This is an optimization exercise on Yosys and OpenROAD, whose aim is small area, a short achievable clock period and few clock cycles, not a production implementation. No functional check of the RTL was part of this run. No activity file was given, so power comes from the tool's default toggle rates.

--- design/flow/design.v ---
package dpms_pkg;
  localparam int OP_BITS = 3;
  localparam logic [OP_BITS-1:0] OP_ALLOC     = 3'd0;
  localparam logic [OP_BITS-1:0] OP_WRITE_PAY = 3'd1;
  localparam logic [OP_BITS-1:0] OP_SET_TYPE  = 3'd2;
  localparam logic [OP_BITS-1:0] OP_MARK_DEAD = 3'd3;
  localparam logic [OP_BITS-1:0] OP_SWEEP     = 3'd4;
  localparam logic [OP_BITS-1:0] OP_READ      = 3'd5;
  localparam int STATUS_BITS = 2;
  localparam logic [STATUS_BITS-1:0] STATUS_OK       = 2'd0;
  localparam logic [STATUS_BITS-1:0] STATUS_FULL     = 2'd1;
  localparam logic [STATUS_BITS-1:0] STATUS_NOT_LIVE = 2'd2;
  localparam int TYPE_BITS      = 7;
  localparam int TYPE_WORD_BITS = 8;
  localparam int DEAD_POS       = 7;
  localparam logic [TYPE_WORD_BITS-1:0] DEAD_MASK = 8'h80;
  localparam logic [TYPE_WORD_BITS-1:0] TYPE_MASK = 8'h7f;
  typedef struct packed {
    logic type_we;
    logic pay_we;
  } wr_en_t;
endpackage
module dpms_mem #(
  parameter int DEPTH = 64,
  parameter int AW    = 6,
  parameter int TW    = 7,
  parameter int PW    = 32
) (
  input  logic          clk,
  input  logic [AW-1:0] rd_addr,
  output logic [TW-1:0] rd_type,
  output logic [PW-1:0] rd_pay,
  input  logic          type_we,
  input  logic          pay_we,
  input  logic [AW-1:0] wr_addr,
  input  logic [TW-1:0] wr_type,
  input  logic [PW-1:0] wr_pay
);
  logic [TW-1:0] type_mem [DEPTH];
  logic [PW-1:0] pay_mem  [DEPTH];
  always_ff @(posedge clk) begin
    if (type_we) type_mem[wr_addr] <= wr_type;
    if (pay_we)  pay_mem[wr_addr]  <= wr_pay;
  end
  always_comb begin
    rd_type = '0;
    rd_pay  = '0;
    for (int i = 0; i < DEPTH; i++) begin
      if (rd_addr == AW'(i)) begin
        rd_type = rd_type | type_mem[i];
        rd_pay  = rd_pay  | pay_mem[i];
      end
    end
  end
endmodule
module dense_pool_mark_sweep_core #(
  parameter int CAPACITY     = 64,
  parameter int PAYLOAD_BITS = 32
) (
  input  logic                                   clk,
  input  logic                                   rst,
  input  logic                                   start,
  output logic                                   busy,
  input  logic [dpms_pkg::OP_BITS-1:0]           opcode,
  input  logic [$clog2(CAPACITY)-1:0]            slot_index,
  input  logic [dpms_pkg::TYPE_BITS-1:0]         type_value,
  input  logic [PAYLOAD_BITS-1:0]                payload_in,
  output logic                                   done,
  output logic [dpms_pkg::STATUS_BITS-1:0]       status,
  output logic [$clog2(CAPACITY)-1:0]            slot_out,
  output logic [dpms_pkg::TYPE_BITS-1:0]         type_out,
  output logic                                   dead_out,
  output logic [PAYLOAD_BITS-1:0]                payload_out,
  output logic [$clog2(CAPACITY+1)-1:0]          live_count,
  output logic [$clog2(CAPACITY+1)-1:0]          free_slots
);
  localparam int N  = CAPACITY;
  localparam int SW = $clog2(CAPACITY);
  localparam int CW = $clog2(CAPACITY + 1);
  localparam int TB = dpms_pkg::TYPE_BITS;
  localparam logic [CW-1:0] CAP_COUNT = CW'(CAPACITY);
  logic                           c_valid;
  logic [dpms_pkg::OP_BITS-1:0]   c_op;
  logic [SW-1:0]                  c_slot;    
  logic                           c_live;    
  logic [TB-1:0]                  c_tval;
  logic [PAYLOAD_BITS-1:0]        c_pay;
  logic [CW-1:0] used;        
  logic [N-1:0]  lv, dv;      
  logic          busy_r;
  logic          sw_active;   
  logic          mv_valid;    
  logic [SW-1:0] mv_dst;
  assign busy = busy_r;
  logic [TB-1:0]           rd_type;
  logic [PAYLOAD_BITS-1:0] rd_pay;
  logic                    type_we, pay_we;
  logic [SW-1:0]           wr_addr;
  logic [TB-1:0]           wr_type;
  logic [PAYLOAD_BITS-1:0] wr_pay;
  dpms_mem #(
    .DEPTH (CAPACITY),
    .AW    (SW),
    .TW    (TB),
    .PW    (PAYLOAD_BITS)
  ) u_mem (
    .clk     (clk),
    .rd_addr (c_slot),
    .rd_type (rd_type),
    .rd_pay  (rd_pay),
    .type_we (type_we),
    .pay_we  (pay_we),
    .wr_addr (wr_addr),
    .wr_type (wr_type),
    .wr_pay  (wr_pay)
  );
  logic          sweeping;
  logic [N-1:0]  dv_below, lv_a1, lv_a2;
  logic [N-1:0]  d_hot, h_hot;
  logic          move_ok, move2_ok, any_live;
  logic [SW-1:0] d_idx, h_idx;
  always_comb begin
    logic [N-1:0] p, a1, a2, n1, n2;
    p = dv;
    for (int s = 1; s < N; s = s * 2) p = p | (p << s);
    dv_below = p << 1;
    a1 = lv;
    a2 = '0;
    for (int s = 1; s < N; s = s * 2) begin
      n1 = a1 >> s;
      n2 = a2 >> s;
      a2 = a2 | n2 | (a1 & n1);
      a1 = a1 | n1;
    end
    lv_a1 = a1 >> 1;
    lv_a2 = a2 >> 1;
  end
  assign sweeping = (c_valid && c_op == dpms_pkg::OP_SWEEP) || sw_active;
  assign d_hot    = dv & ~dv_below;
  assign h_hot    = lv & ~lv_a1;
  assign move_ok  = |(dv & lv_a1);
  assign move2_ok = |(dv & dv_below & lv_a2);
  assign any_live = |lv;
  always_comb begin
    d_idx = '0;
    h_idx = '0;
    for (int i = 0; i < N; i++) begin
      if (d_hot[i]) d_idx = d_idx | SW'(i);
      if (h_hot[i]) h_idx = h_idx | SW'(i);
    end
  end
  logic is_alloc, full;
  assign is_alloc = c_op == dpms_pkg::OP_ALLOC;
  assign full     = used[SW];
  always_comb begin
    type_we = 1'b0;
    pay_we  = 1'b0;
    wr_addr = c_slot;
    wr_type = c_tval;
    wr_pay  = c_pay;
    if (mv_valid) begin
      type_we = 1'b1;
      pay_we  = 1'b1;
      wr_addr = mv_dst;
      wr_type = rd_type;
      wr_pay  = rd_pay;
    end else if (c_valid) begin
      case (c_op)
        dpms_pkg::OP_ALLOC: begin
          type_we = !full;
          wr_addr = used[SW-1:0];
          wr_type = '0;
        end
        dpms_pkg::OP_WRITE_PAY: pay_we  = c_live;
        dpms_pkg::OP_SET_TYPE:  type_we = c_live;
        default: ;
      endcase
    end
  end
  logic                             res_valid;
  logic [dpms_pkg::STATUS_BITS-1:0] res_status;
  logic [SW-1:0]                    res_slot;
  logic [TB-1:0]                    res_type;
  logic                             res_dead;
  logic [PAYLOAD_BITS-1:0]          res_pay;
  logic [CW-1:0]                    used_next;
  logic [N-1:0]                     lv_next, dv_next;
  logic                             alloc_now;
  always_comb begin
    res_valid  = 1'b0;
    res_status = dpms_pkg::STATUS_OK;
    res_slot   = '0;
    res_type   = '0;
    res_dead   = 1'b0;
    res_pay    = '0;
    used_next  = used;
    lv_next    = lv;
    dv_next    = dv;
    alloc_now  = 1'b0;
    if (sweeping) begin
      if (move_ok) begin
        lv_next = (lv & ~h_hot) | d_hot;
        dv_next = dv & ~d_hot;
      end else begin
        res_valid = 1'b1;
        used_next = any_live ? CW'(h_idx) + CW'(1) : '0;
        dv_next   = '0;
      end
    end else if (c_valid) begin
      res_valid = 1'b1;
      case (c_op)
        dpms_pkg::OP_ALLOC: begin
          if (full) begin
            res_status = dpms_pkg::STATUS_FULL;
          end else begin
            alloc_now = 1'b1;
            res_slot  = used[SW-1:0];
            used_next = used + CW'(1);
            lv_next[used[SW-1:0]] = 1'b1;
          end
        end
        dpms_pkg::OP_WRITE_PAY, dpms_pkg::OP_SET_TYPE: begin
          if (!c_live) res_status = dpms_pkg::STATUS_NOT_LIVE;
        end
        dpms_pkg::OP_MARK_DEAD: begin
          if (!c_live) begin
            res_status = dpms_pkg::STATUS_NOT_LIVE;
          end else begin
            lv_next[c_slot] = 1'b0;
            dv_next[c_slot] = 1'b1;
          end
        end
        dpms_pkg::OP_READ: begin
          if (!c_live) begin
            res_status = dpms_pkg::STATUS_NOT_LIVE;
          end else begin
            res_slot = c_slot;
            res_type = rd_type;
            res_dead = dv[c_slot];
            res_pay  = rd_pay;
          end
        end
        default: ;
      endcase
    end
  end
  logic live_in;
  assign live_in = lv[slot_index] || (dv[slot_index] && !sw_active) ||
                   (alloc_now && slot_index == used[SW-1:0]);
  always_ff @(posedge clk) begin
    if (rst) begin
      c_valid   <= 1'b0;
      busy_r    <= 1'b0;
      sw_active <= 1'b0;
      mv_valid  <= 1'b0;
      used      <= '0;
      lv        <= '0;
      dv        <= '0;
      done      <= 1'b0;
    end else begin
      c_valid   <= start && !busy_r;
      busy_r    <= (start && !busy_r && opcode == dpms_pkg::OP_SWEEP) ||
                   (sweeping && move_ok && move2_ok);
      sw_active <= sweeping && move_ok;
      mv_valid  <= sweeping && move_ok;
      used      <= used_next;
      lv        <= lv_next;
      dv        <= dv_next;
      done      <= res_valid;
    end
  end
  always_ff @(posedge clk) begin
    mv_dst <= d_idx;
    c_op   <= opcode;
    c_slot <= (sweeping && move_ok) ? h_idx : slot_index;
    c_live <= live_in;
    c_tval <= type_value;
    c_pay  <= payload_in;
    status      <= res_status;
    slot_out    <= res_slot;
    type_out    <= res_type;
    dead_out    <= res_dead;
    payload_out <= res_pay;
    live_count  <= used_next;
    free_slots  <= CAP_COUNT - used_next;
  end
endmodule
--- design/flow/run.sh ---
#!/bin/bash
# synth_recipe.tcl (not shown) runs the flow's synth.tcl, then flattens the netlist and writes it again
# the make line also repeats each setting of config.mk as NAME=value (left out here)
make -C /OpenROAD-flow-scripts/flow DESIGN_CONFIG=/design/flow/config.mk WORK_HOME=/design/flow/orfs CLKGATE_MAP_FILE= SYNTH_SCRIPT=/design/flow/synth_recipe.tcl finish
--- design/flow/config.mk ---
export PLATFORM = sky130hd
export DESIGN_NAME = dense_pool_mark_sweep_core
export DESIGN_NICKNAME = dense_pool_mark_sweep_core
export VERILOG_FILES = /design/flow/design.v
export SDC_FILE = /design/flow/constraint.sdc
export NUM_CORES = 4
export LEC_CHECK = 0
export CAP_MARGIN = 20
export CORE_MARGIN = 2
export CORE_UTILIZATION = 40
export SLEW_MARGIN = 20
--- design/flow/constraint.sdc ---
create_clock -name core_clock -period 5.0 [get_ports {clk}]
set_input_delay 1.0000 -clock core_clock [delete_from_list [all_inputs] [get_ports {clk}]]
set_output_delay 1.0000 -clock core_clock [all_outputs]
set_load 0.01 [all_outputs]
==> summary.txt <==
[state kept, by name, summed over array words and instances (netlist names), 2 cells and up]
register and cells:
u_mem.pay_mem 2048, u_mem.type_mem 448, dv 64, lv 64, c_pay 32, payload_out 32
c_tval 7, free_slots 7, type_out 7, used 7, c_slot 6, live_count 6
mv_dst 6, slot_out 6, c_op 3, status 2
[final cells by class]
type	instances	area, um2	area share [%]
inverters	43	163	0.121
multi-input cells	4076	29500	21.9
diodes	34	85.1	0.0631
flip-flops and latches	2751	80100	59.4
well taps	3705	4640	3.44
clock inverters	149	1260	0.938
clock buffers	365	7730	5.73
repair buffers	1211	11300	8.40
[per-layer routing]
layer	wire, um	up-vias	global-route usage [%]
met4	51000	20	28.1
met5	135	-	0
met3	77400	2128	11.3
met1	195000	43800	49.6
li1	-	32700	-
met2	250000	8508	60.2
[cells by family (layout without fill, tap and decap cells)]
kind of cell	after synthesis	in the layout	share of synthesized area, %
flip-flops	2751	2751	72.4
AO/OA/AOI/OAI	2117	2117	15.1
AND/OR/NAND/NOR	1799	1799	8.15
buffers and inverters	625	1768	2.19
multiplexers	74	74	1.39
adder cells (fa/ha/maj)	64	64	0.610
XOR/XNOR	22	22	0.174
other	0	34	0
[path summary, 6_finish.rpt]
kind	from	to	slack (ns)	cells past startpoint
max	lv[49]$_SDFFE_PP0P_	busy_r$_SDFF_PP0_	-0.02	14
min	rst	c_valid$_SDFF_PP0_	0.30	2
max reg2reg	lv[49]$_SDFFE_PP0P_	busy_r$_SDFF_PP0_	-0.02	14
min reg2reg	lv[17]$_SDFFE_PP0P_	lv[17]$_SDFFE_PP0P_	0.57	2
[timing repair]
| action | in CTS | in global routing |
|---|---|---|
| resized for setup | 2 | 3 |
| setup endpoints to repair | 20 | 3 |
| pin swaps | 0 | 1 |
[metrics by stage]
| step | setup WS (ns) | instances |
|---|---|---|
| after floorplan | 0.105 | 7452 |
| after global placement | -0.630 | 11800 |
| after detailed placement | -0.172 | 11800 |
| after CTS | 0.0498 | 12300 |
| after global routing | 0.0232 | 12300 |
| final | -0.0226 | 12300 |
[power groups by stage]
stage	sequential [W]	combinational [W]	clock, W
after global routing	0.0251	0.00232	0.0218
after CTS	0.0251	0.00220	0.0210
after floorplan	0.0256	0.000881	0
after detailed placement	0.0256	0.00219	0
final	0.0251	0.00229	0.0210
after global placement	0.0256	0.00218	0
[placed cells by master (no fill, tap or decap), drive strengths merged, types with 109 or more instances in the layout]
master         count
edfxtp          2496
buf             1102
a221oi           640
a22o             627
nor2             618
clkbuf           365
nand2            332
dfxtp            255
o21ai            238
nand4            209
a21oi            178
or4              113
clkinv           113
clkdlybuf4s50    109
nor4             109
==> summary.txt <==
status complete, but fails checks; Layout Check Fails negative setup slack; placed inst area 0.126 mm2; peak supply drop 351 uV; site row count 193; unrepaired setup endpoints after global routing no; CP required 5.81 ns; CP Data Arrival Time 5.83 ns; fin crit period 5.02 ns; setup ws final -0.0226 ns; boundary pin count 115; most frequent cells after synthesis 2496 x edfxtp_1, 637 x a221oi_1, 627 x a22o_1; leak pwr 45.0 nW; Most common cell on crit path buf_4; Die Height 530 um; fin crit share 100%; CTS Buffer Depth 4; TritonCTS clock tree yes; Pre-antenna DRT Iters 6; fin util 48.9%; 1st-iter DRT viols 17300; Final Hold Vio Count 0; Horiz. Die Dim 530 um; Synth Register Bits 2751; worst path bufs/invs 3; vias in the first global route 80000; H-tree Lvls 5; Worst Max-Slew Pin Slew 1.28 ns; first-pass GRT wire length 747 mm; Max-cap violations 0; Num Clock Sinks 2751; ratio of cells with drive above 1 in the final layout 21.1%; final instance area 0.135 mm2; leading area contributor after synthesis edfxtp_1; crit start category register; Logic pwr share 4.7%; Root Driver clkbuf_16; Switching Share 22.6%; top-count cell post-synth edfxtp_1; Clock Skew 0.0787 ns; Worst-path clk slew 0.07 ns; Mapped Nets 7516; Syn-to-layout area delta 21.9%; Synth Flop Type edfxtp_1; relative slew slack 14.6%; initial antenna violation count 42; Slowest cell on crit path a2111oi_0; Mapped Cells 7452; average cell area after synthesis 14.8 um2; worst path cell trace buf_4, or4_1, buf_4, a2111oi_0, a21oi_1, a21o_1, nor4_1, nand4_1, a2111oi_0, a211o_1, o211ai_1, nor4_1, buf_4, a41oi_1; Synth top area share 67.8%; sequential share of the synthesized area 72.4%; largest net degree at the start of global routing 138; hold buffer count at cts 0; final setup vio count 32; Tot Pwr 0.0485 W; Routed Antenna Nets 0; CTS buffer count 291; Net Sw Power 0.0109 W; total detailed-routing wirelength 574 mm; die area 0.281 mm2; number of enable flip-flop cells after synthesis 2496; Critical Path Fanout Max 13; Vias 87100; final hold slack 0.298 ns; Syn. warnings 2; Post-DP HPWL 375 mm; Slew Viols, Final 0; core area 0.276 mm2; sequential share of power 51.9%; Max Fclk 199 MHz; Hold WC Path Type in2reg; largest cells by area after synthesis edfxtp_1 68%, a221oi_1 5.0%, a22o_1 5.0%; Sum Neg Setup Slack -0.185 ns; Initial Util 40.1%; Worst-Skew Late Latency 0.94 ns; DR WL/cell 46.5 um; fillers 23600; CP delay by family, top compound AO/OA/AOI/OAI gates; Port Buffers 114; Placer Congestion 1.06; Synth cell types 103; Tot GR Track Use 39.9%; grt ovf 0; Netlist Area Pre-Place 0.111 mm2; Final Net Count 8438; ys async rst share 0%; type of the worst setup path reg2reg; internal power 0.0375 W; DRC 0; CP endpoint kind register; pwr dens 360 mW/mm2; CP max stage delay 0.91 ns; via/cell ratio 7.06; clock share of power 43.4%; Post-CTS Repair Setup Buffers 0

port drivers added, routing unchanged:
No port has a modelled driver above. Below, the same layout with a new extraction and two added sets of constraints.
Step 1, drivers: a clkbuf_16 drives clk and a buf_2 each remaining input, both assumed.
Step 2 also shifts input and output timing later by t, the mid clock arrival at the registers, as if the neighbouring blocks saw the same clock.
a / b / c = ideal ports / drivers / drivers and shift; a / b = the first two.
t (ns): 1.011
setup slack, ns: -0.023 / -0.023 / -0.023
hold slack, ns: 0.298 / 0.220 / 0.570
For this run, drivers alone change the setup slack by 0.000 ns; drivers and shift together by 0.000 ns.
